Context: an optimization exercise on an open-source flow, tuned for small area and a short achievable clock period. The choices shown serve that exercise and are no tape-out recipe. In this exercise RTL edits were held to simulation tests only and were not proved equivalent to the original. Power and IR drop assume default switching activity.

Design reversible_deque, start of the top module:
module reversible_deque (
  input  logic                         clk,
  input  logic                         rst,
  input  logic                         start,
  output logic                         busy,
  input  logic [rdq_pkg::KIND_W-1:0]   kind,
  input  logic [rdq_pkg::CHAR_W-1:0]   char_in,
  input  logic [rdq_pkg::POS_W-1:0]    position,
  output logic                         done,
  output logic [rdq_pkg::CHAR_W-1:0]   data_out,
  output logic [rdq_pkg::STAT_W-1:0]   status,
  output logic [rdq_pkg::LEN_W-1:0]    length
);
Settings: LEC_CHECK=0, CAP_MARGIN=20, CORE_MARGIN=2, CORE_UTILIZATION=70, CTS_BUF_LIST=sky130_fd_sc_hd__clkbuf_8 sky130_fd_sc_hd__clkbuf_16, CTS_CLUSTER_DIAMETER=70, CTS_CLUSTER_SIZE=30, SETUP_SLACK_MARGIN=3.0, SLEW_MARGIN=20, TNS_END_PERCENT=5; clock period 6.0 ns.
standard.sh (not shown) runs the stock make flow with config.mk's settings and CLKGATE_MAP_FILE= SYNTH_SCRIPT=/design/flow/synth_recipe.tcl, a recipe that flattens the netlist after the stock synthesis.
==> flow/flow/run.sh <==
#!/bin/bash
export BUFFER_PORTS_ARGS="-buffer_cell sky130_fd_sc_hd__buf_4"
export REMOVE_ABC_BUFFERS=1
bash standard.sh > standard.log 2>&1
The first run finished clean.
Then changed:
--- a/flow/design.v
+++ b/flow/design.v
@@ -6,44 +6,37 @@
   localparam int unsigned CHAR_W = 8;
   localparam int unsigned POS_W  = 10;
   localparam int unsigned STAT_W = 2;
   localparam int unsigned LEN_W  = 11;
 endpackage
 module rdq_store (
   input  logic            clk,
-  input  logic            pw_valid,
-  input  logic [7:0]      pw_addr,
+  input  logic [15:0]     pw_hi,
+  input  logic [15:0]     pw_lo,
   input  logic [7:0]      pw_data,
   input  logic            rd_hit,
   input  logic [3:0][3:0] rsel,
   input  logic            rd_en,
   output logic [7:0]      rdata
 );
   logic [7:0] mem [rdq_pkg::DEPTH];
-  logic [15:0] w_hi, w_lo;
-  always_comb begin
-    for (int h = 0; h < 16; h++) begin
-      w_hi[h] = pw_valid & (pw_addr[7:4] == 4'(h));
-      w_lo[h] = (pw_addr[3:0] == 4'(h));
-    end
-  end
   for (genvar i = 0; i < rdq_pkg::DEPTH; i++) begin : g_row
     always_ff @(posedge clk) begin
-      if (w_hi[i / 16] & w_lo[i % 16]) mem[i] <= pw_data;
+      if (pw_hi[i / 16] & pw_lo[i % 16]) mem[i] <= pw_data;
     end
   end
   logic [63:0][7:0] lv1;
   logic [15:0][7:0] lv2;
   logic [3:0][7:0]  lv3;
   logic [3:0][7:0]  lv3_q;
   logic [3:0]       top_q;
   logic [3:0]       sel2, byp_slot;
   always_comb begin
     sel2 = rsel[2] & {4{~rd_hit}};
-    for (int k = 0; k < 4; k++) byp_slot[k] = rd_hit & (pw_addr[7:6] == 2'(k));
+    for (int k = 0; k < 4; k++) byp_slot[k] = rd_hit & |pw_hi[4 * k +: 4];
   end
   always_ff @(posedge clk) begin
     lv3_q <= lv3;
     top_q <= rsel[3] & {4{rd_en}};
   end
   always_comb begin
     for (int q = 0; q < 64; q++) begin
@@ -65,16 +58,16 @@
 module rdq_ctrl (
   input  logic                         clk,
   input  logic                         rst,
   input  logic                         start,
   input  logic [1:0]                   kind,
   input  logic [9:0]                   position,
   input  logic [7:0]                   char_in,
-  output logic                         pw_valid,  
-  output logic [7:0]                   pw_addr,   
+  output logic [15:0]                  pw_hi,     
+  output logic [15:0]                  pw_lo,     
   output logic [7:0]                   pw_data,   
   output logic                         rd_hit,    
   output logic [3:0][3:0]              rsel,      
   output logic                         rd_ok,
   output logic [1:0]                   status_now,
   output logic [8:0]                   fill_now
 );
@@ -88,20 +81,25 @@
   logic       is_push, is_read, phys_back, push_ok;
   assign full     = fill[8];
   assign head_dec = head - 8'd1;
   assign is_push  = kind[0] ^ kind[1];
   assign is_read  = kind[0] & kind[1];
   assign phys_back = kind[1] ^ rev;
   assign push_ok  = is_push & ~full;
-  logic [7:0] pw_pos;
+  logic [7:0] pw_pos, pw_slot;
+  logic       pw_valid;
+  assign pw_slot = phys_back ? back : head_dec;
   always_ff @(posedge clk) begin
     pw_valid <= start & push_ok & ~rst;
-    pw_addr  <= phys_back ? back : head_dec;
     pw_pos   <= kind[0] ? 8'd0 : fill[7:0];
     pw_data  <= char_in;
+    for (int h = 0; h < 16; h++) begin
+      pw_hi[h] <= start & push_ok & ~rst & (pw_slot[7:4] == 4'(h));
+      pw_lo[h] <= (pw_slot[3:0] == 4'(h));
+    end
   end
   assign rd_hit = pw_valid & (position[7:0] == pw_pos);
   logic [3:0][3:0]  pd_oh, dsum, dgt;
   logic [3:0][3:0][3:0] dtab;
   logic [3:0]       dgen, dprop;
   logic [3:0]       dcar;
   always_comb begin
@@ -184,16 +182,17 @@
   input  logic [rdq_pkg::CHAR_W-1:0]   char_in,
   input  logic [rdq_pkg::POS_W-1:0]    position,
   output logic                         done,
   output logic [rdq_pkg::CHAR_W-1:0]   data_out,
   output logic [rdq_pkg::STAT_W-1:0]   status,
   output logic [rdq_pkg::LEN_W-1:0]    length
 );
-  logic        pw_valid, rd_hit;
-  logic [7:0]  pw_addr, pw_data;
+  logic        rd_hit;
+  logic [15:0] pw_hi, pw_lo;
+  logic [7:0]  pw_data;
   logic [3:0][3:0] rsel;
   logic        rd_ok;
   logic [1:0]  status_now;
   logic [8:0]  fill_now;
   logic [7:0]  rdata;
   logic [1:0]  status_q;
   logic [8:0]  length_q;
@@ -201,27 +200,27 @@
   rdq_ctrl u_ctrl (
     .clk        (clk),
     .rst        (rst),
     .start      (start),
     .kind       (kind),
     .position   (position),
     .char_in    (char_in),
-    .pw_valid   (pw_valid),
-    .pw_addr    (pw_addr),
+    .pw_hi      (pw_hi),
+    .pw_lo      (pw_lo),
     .pw_data    (pw_data),
     .rd_hit     (rd_hit),
     .rsel       (rsel),
     .rd_ok      (rd_ok),
     .status_now (status_now),
     .fill_now   (fill_now)
   );
   rdq_store u_store (
     .clk   (clk),
-    .pw_valid (pw_valid),
-    .pw_addr  (pw_addr),
+    .pw_hi    (pw_hi),
+    .pw_lo    (pw_lo),
     .pw_data  (pw_data),
     .rd_hit   (rd_hit),
     .rsel  (rsel),
     .rd_en (rd_ok),
     .rdata (rdata)
   );
   always_ff @(posedge clk) begin
- The new run ran to the end with no violations
- power went up by 11%
- via count went up by about 56%
- design area went up by 27%
- non-clock buffer count went up by 53
- sequential power stays flat
- setup slack loses 0.050 ns
- register-to-register slack gains 0.04 ns
- count of clock-buffer cells in the layout went up by 37
- routed wire length went up by 44%
- die area went up by about 30%
- global-route usage went up by 3.6 points
- first-iteration DRC count went up by about 45%
- synthesized area went up by about 30%

========
The RTL this note starts from:
==> flow/design.v <==
package rdq_pkg;
  localparam int unsigned DEPTH  = 256;
  localparam int unsigned AW     = 8;
  localparam int unsigned FW     = 9;
  localparam int unsigned KIND_W = 2;
  localparam int unsigned CHAR_W = 8;
  localparam int unsigned POS_W  = 10;
  localparam int unsigned STAT_W = 2;
  localparam int unsigned LEN_W  = 11;
endpackage
module rdq_store (
  input  logic            clk,
  input  logic            pw_valid,
  input  logic [7:0]      pw_addr,
  input  logic [7:0]      pw_data,
  input  logic            rd_hit,
  input  logic [3:0][3:0] rsel,
  input  logic            rd_en,
  output logic [7:0]      rdata
);
  logic [7:0] mem [rdq_pkg::DEPTH];
  logic [15:0] w_hi, w_lo;
  always_comb begin
    for (int h = 0; h < 16; h++) begin
      w_hi[h] = pw_valid & (pw_addr[7:4] == 4'(h));
      w_lo[h] = (pw_addr[3:0] == 4'(h));
    end
  end
  for (genvar i = 0; i < rdq_pkg::DEPTH; i++) begin : g_row
    always_ff @(posedge clk) begin
      if (w_hi[i / 16] & w_lo[i % 16]) mem[i] <= pw_data;
    end
  end
  logic [63:0][7:0] lv1;
  logic [15:0][7:0] lv2;
  logic [3:0][7:0]  lv3;
  logic [3:0][7:0]  lv3_q;
  logic [3:0]       top_q;
  logic [7:0]       byp_q;
  always_ff @(posedge clk) begin
    lv3_q <= lv3;
    top_q <= rsel[3] & {4{rd_en & ~rd_hit}};
    byp_q <= pw_data & {8{rd_en & rd_hit}};
  end
  always_comb begin
    for (int q = 0; q < 64; q++) begin
      lv1[q] = '0;
      for (int k = 0; k < 4; k++) lv1[q] = lv1[q] | (mem[4 * q + k] & {8{rsel[0][k]}});
    end
    for (int q = 0; q < 16; q++) begin
      lv2[q] = '0;
      for (int k = 0; k < 4; k++) lv2[q] = lv2[q] | (lv1[4 * q + k] & {8{rsel[1][k]}});
    end
    for (int q = 0; q < 4; q++) begin
      lv3[q] = '0;
      for (int k = 0; k < 4; k++) lv3[q] = lv3[q] | (lv2[4 * q + k] & {8{rsel[2][k]}});
    end
    rdata = byp_q;
    for (int k = 0; k < 4; k++) rdata = rdata | (lv3_q[k] & {8{top_q[k]}});
  end
endmodule
module rdq_ctrl (
  input  logic                         clk,
  input  logic                         rst,
  input  logic                         start,
  input  logic [1:0]                   kind,
  input  logic [9:0]                   position,
  input  logic [7:0]                   char_in,
  output logic                         pw_valid,  
  output logic [7:0]                   pw_addr,   
  output logic [7:0]                   pw_data,   
  output logic                         rd_hit,    
  output logic [3:0][3:0]              rsel,      
  output logic                         rd_ok,
  output logic [1:0]                   status_now,
  output logic [8:0]                   fill_now
);
  logic [7:0] head;    
  logic [7:0] back;    
  logic [8:0] fill;
  logic       rev;
  logic [7:0] rbase;   
  logic       full;
  logic [7:0] head_dec;
  logic       is_push, is_read, phys_back, push_ok;
  assign full     = fill[8];
  assign head_dec = head - 8'd1;
  assign is_push  = kind[0] ^ kind[1];
  assign is_read  = kind[0] & kind[1];
  assign phys_back = kind[1] ^ rev;
  assign push_ok  = is_push & ~full;
  logic [7:0] pw_pos;
  always_ff @(posedge clk) begin
    pw_valid <= start & push_ok & ~rst;
    pw_addr  <= phys_back ? back : head_dec;
    pw_pos   <= kind[0] ? 8'd0 : fill[7:0];
    pw_data  <= char_in;
  end
  assign rd_hit = pw_valid & (position[7:0] == pw_pos);
  logic [3:0][3:0]  pd_oh, dsum, dgt;
  logic [3:0][3:0][3:0] dtab;
  logic [3:0]       dgen, dprop;
  logic [3:0]       dcar;
  always_comb begin
    for (int i = 0; i < 4; i++) begin
      for (int m = 0; m < 4; m++) begin
        pd_oh[i][m] = (position[2*i +: 2] == 2'(m));
        for (int k = 0; k < 4; k++) begin
          dtab[i][k][m] = rev ? (rbase[2*i +: 2] == 2'((k + m + 1) & 3))
                              : (rbase[2*i +: 2] == 2'((k - m) & 3));
        end
        dgt[i][m] = rev ? (rbase[2*i +: 2] > 2'(m)) : (rbase[2*i +: 2] > 2'(3 - m));
      end
      for (int k = 0; k < 4; k++) begin
        dsum[i][k] = |(pd_oh[i] & dtab[i][k]);
      end
      dgen[i]  = |(pd_oh[i] & dgt[i]);
      dprop[i] = dsum[i][3];
    end
    dcar[0] = 1'b0;
    dcar[1] = dgen[0];
    dcar[2] = dgen[1] | (dprop[1] & dgen[0]);
    dcar[3] = dgen[2] | (dprop[2] & dgen[1]) | (dprop[2] & dprop[1] & dgen[0]);
    for (int i = 0; i < 4; i++) begin
      for (int k = 0; k < 4; k++) begin
        rsel[i][k] = dcar[i] ? dsum[i][(k - 1) & 3] : dsum[i][k];
      end
    end
  end
  logic [3:0] dlt, deq;
  logic       pos_lt;
  always_comb begin
    for (int i = 0; i < 4; i++) begin
      dlt[i] = (position[2*i +: 2] < fill[2*i +: 2]);
      deq[i] = (position[2*i +: 2] == fill[2*i +: 2]);
    end
    pos_lt = dlt[3] | (deq[3] & dlt[2]) | (deq[3] & deq[2] & dlt[1]) |
             (deq[3] & deq[2] & deq[1] & dlt[0]);
  end
  assign rd_ok = is_read & ~position[9] & ~position[8] & (full | pos_lt);
  always_comb begin
    status_now = 2'd0;
    if (is_push & full) status_now = 2'd1;
    if (is_read & ~rd_ok) status_now = 2'd2;
  end
  assign fill_now = push_ok ? fill + 9'd1 : fill;
  logic [7:0] head_nx, back_nx;
  logic       rev_nx;
  always_comb begin
    head_nx = head;
    back_nx = back;
    rev_nx  = rev;
    if (kind == 2'd0) rev_nx = ~rev;
    if (push_ok) begin
      if (phys_back) back_nx = back + 8'd1;
      else           head_nx = head_dec;
    end
  end
  always_ff @(posedge clk) begin
    if (rst) begin
      head  <= '0;
      back  <= '0;
      fill  <= '0;
      rev   <= 1'b0;
      rbase <= '0;
    end else if (start) begin
      fill  <= fill_now;
      head  <= head_nx;
      back  <= back_nx;
      rev   <= rev_nx;
      rbase <= rev_nx ? back_nx : head_nx;
    end
  end
endmodule
module reversible_deque (
  input  logic                         clk,
  input  logic                         rst,
  input  logic                         start,
  output logic                         busy,
  input  logic [rdq_pkg::KIND_W-1:0]   kind,
  input  logic [rdq_pkg::CHAR_W-1:0]   char_in,
  input  logic [rdq_pkg::POS_W-1:0]    position,
  output logic                         done,
  output logic [rdq_pkg::CHAR_W-1:0]   data_out,
  output logic [rdq_pkg::STAT_W-1:0]   status,
  output logic [rdq_pkg::LEN_W-1:0]    length
);
  logic        pw_valid, rd_hit;
  logic [7:0]  pw_addr, pw_data;
  logic [3:0][3:0] rsel;
  logic        rd_ok;
  logic [1:0]  status_now;
  logic [8:0]  fill_now;
  logic [7:0]  rdata;
  logic [1:0]  status_q;
  logic [8:0]  length_q;
  assign busy = 1'b0;
  rdq_ctrl u_ctrl (
    .clk        (clk),
    .rst        (rst),
    .start      (start),
    .kind       (kind),
    .position   (position),
    .char_in    (char_in),
    .pw_valid   (pw_valid),
    .pw_addr    (pw_addr),
    .pw_data    (pw_data),
    .rd_hit     (rd_hit),
    .rsel       (rsel),
    .rd_ok      (rd_ok),
    .status_now (status_now),
    .fill_now   (fill_now)
  );
  rdq_store u_store (
    .clk   (clk),
    .pw_valid (pw_valid),
    .pw_addr  (pw_addr),
    .pw_data  (pw_data),
    .rd_hit   (rd_hit),
    .rsel  (rsel),
    .rd_en (rd_ok),
    .rdata (rdata)
  );
  always_ff @(posedge clk) begin
    if (rst) done <= 1'b0;
    else     done <= start;
  end
  always_ff @(posedge clk) begin
    status_q <= status_now;
    length_q <= fill_now;
  end
  assign data_out = rdata;
  assign status   = status_q;
  assign length   = {2'b00, length_q};
endmodule
Settings: LEC_CHECK=0, CAP_MARGIN=20, CORE_MARGIN=2, CORE_UTILIZATION=60, CTS_BUF_LIST=sky130_fd_sc_hd__clkbuf_8 sky130_fd_sc_hd__clkbuf_16, CTS_CLUSTER_DIAMETER=70, CTS_CLUSTER_SIZE=30, SETUP_SLACK_MARGIN=3.0, SLEW_MARGIN=20, TNS_END_PERCENT=5; clock period 6.0 ns.
==> flow/flow/run.sh <==
#!/bin/bash
export BUFFER_PORTS_ARGS="-buffer_cell sky130_fd_sc_hd__buf_4"
bash standard.sh > standard.log 2>&1
The first run produced a clean layout.
Rerun with:
--- a/flow/design.v
+++ b/flow/design.v
@@ -36,11 +36,13 @@
   logic [3:0][7:0]  lv3;
   logic [3:0][7:0]  lv3_q;
   logic [3:0]       top_q;
+  logic             hit_q;
   logic [7:0]       byp_q;
   always_ff @(posedge clk) begin
     lv3_q <= lv3;
+    byp_q <= pw_data;
     top_q <= rsel[3] & {4{rd_en & ~rd_hit}};
-    byp_q <= pw_data & {8{rd_en & rd_hit}};
+    hit_q <= rd_en & rd_hit;
   end
   always_comb begin
     for (int q = 0; q < 64; q++) begin
@@ -55,7 +57,7 @@
       lv3[q] = '0;
       for (int k = 0; k < 4; k++) lv3[q] = lv3[q] | (lv2[4 * q + k] & {8{rsel[2][k]}});
     end
-    rdata = byp_q;
+    rdata = byp_q & {8{hit_q}};
     for (int k = 0; k < 4; k++) rdata = rdata | (lv3_q[k] & {8{top_q[k]}});
   end
 endmodule
Via count is lower by 0.41%.
Utilization is higher by 0.49 points.
Clock skew is higher by 0.013 ns.
Cell area is higher by 0.72%.
Combinational power is higher by about 2%.
Setup slack improved by 0.30 ns.
Sequential share of layout area is lower by 0.49 points.
Wire length is lower by 1.1%.

-- afterwards: timing with drivers on the ports --
The flow's constraints put no driver on any port. The routed layouts listed below were extracted and timed again, unchanged, in two steps.
Step 1, drivers: a clkbuf_16 drives clk and a buf_2 each remaining input, both assumed.
Step 2 also shifts input and output timing later by t, the mid clock arrival at the registers, as if the neighbouring blocks saw the same clock.
a / b / c = ideal ports / drivers / drivers and shift; a / b = the first two.
| run | t (ns) | setup slack, ns | worst hold slack (ns) | worst setup path after step 2 | pins driven straight from the clock port |
|---|---|---|---|---|---|
| the first run of note 1 | 0.817 | 2.673 / 2.673 / 1.891 | 0.512 / 0.494 / 0.512 | input to register | 1 |
| the second run of note 1 | 0.896 | 2.623 / 2.302 / 1.406 | 0.460 / 0.401 / 0.525 | input to register | 1 |
| the first run of note 2 | 0.857 | 2.066 / 1.981 / 1.753 | 0.515 / 0.467 / 0.515 | input to register | 1 |
| the second run of note 2 | 0.853 | 2.363 / 2.278 / 1.746 | 0.516 / 0.458 / 0.516 | input to register | 1 |
After both steps every run listed still meets setup and hold. For the second run of note 1, which loses most, drivers alone change the setup slack by -0.321 ns; drivers and shift together by -1.217 ns.
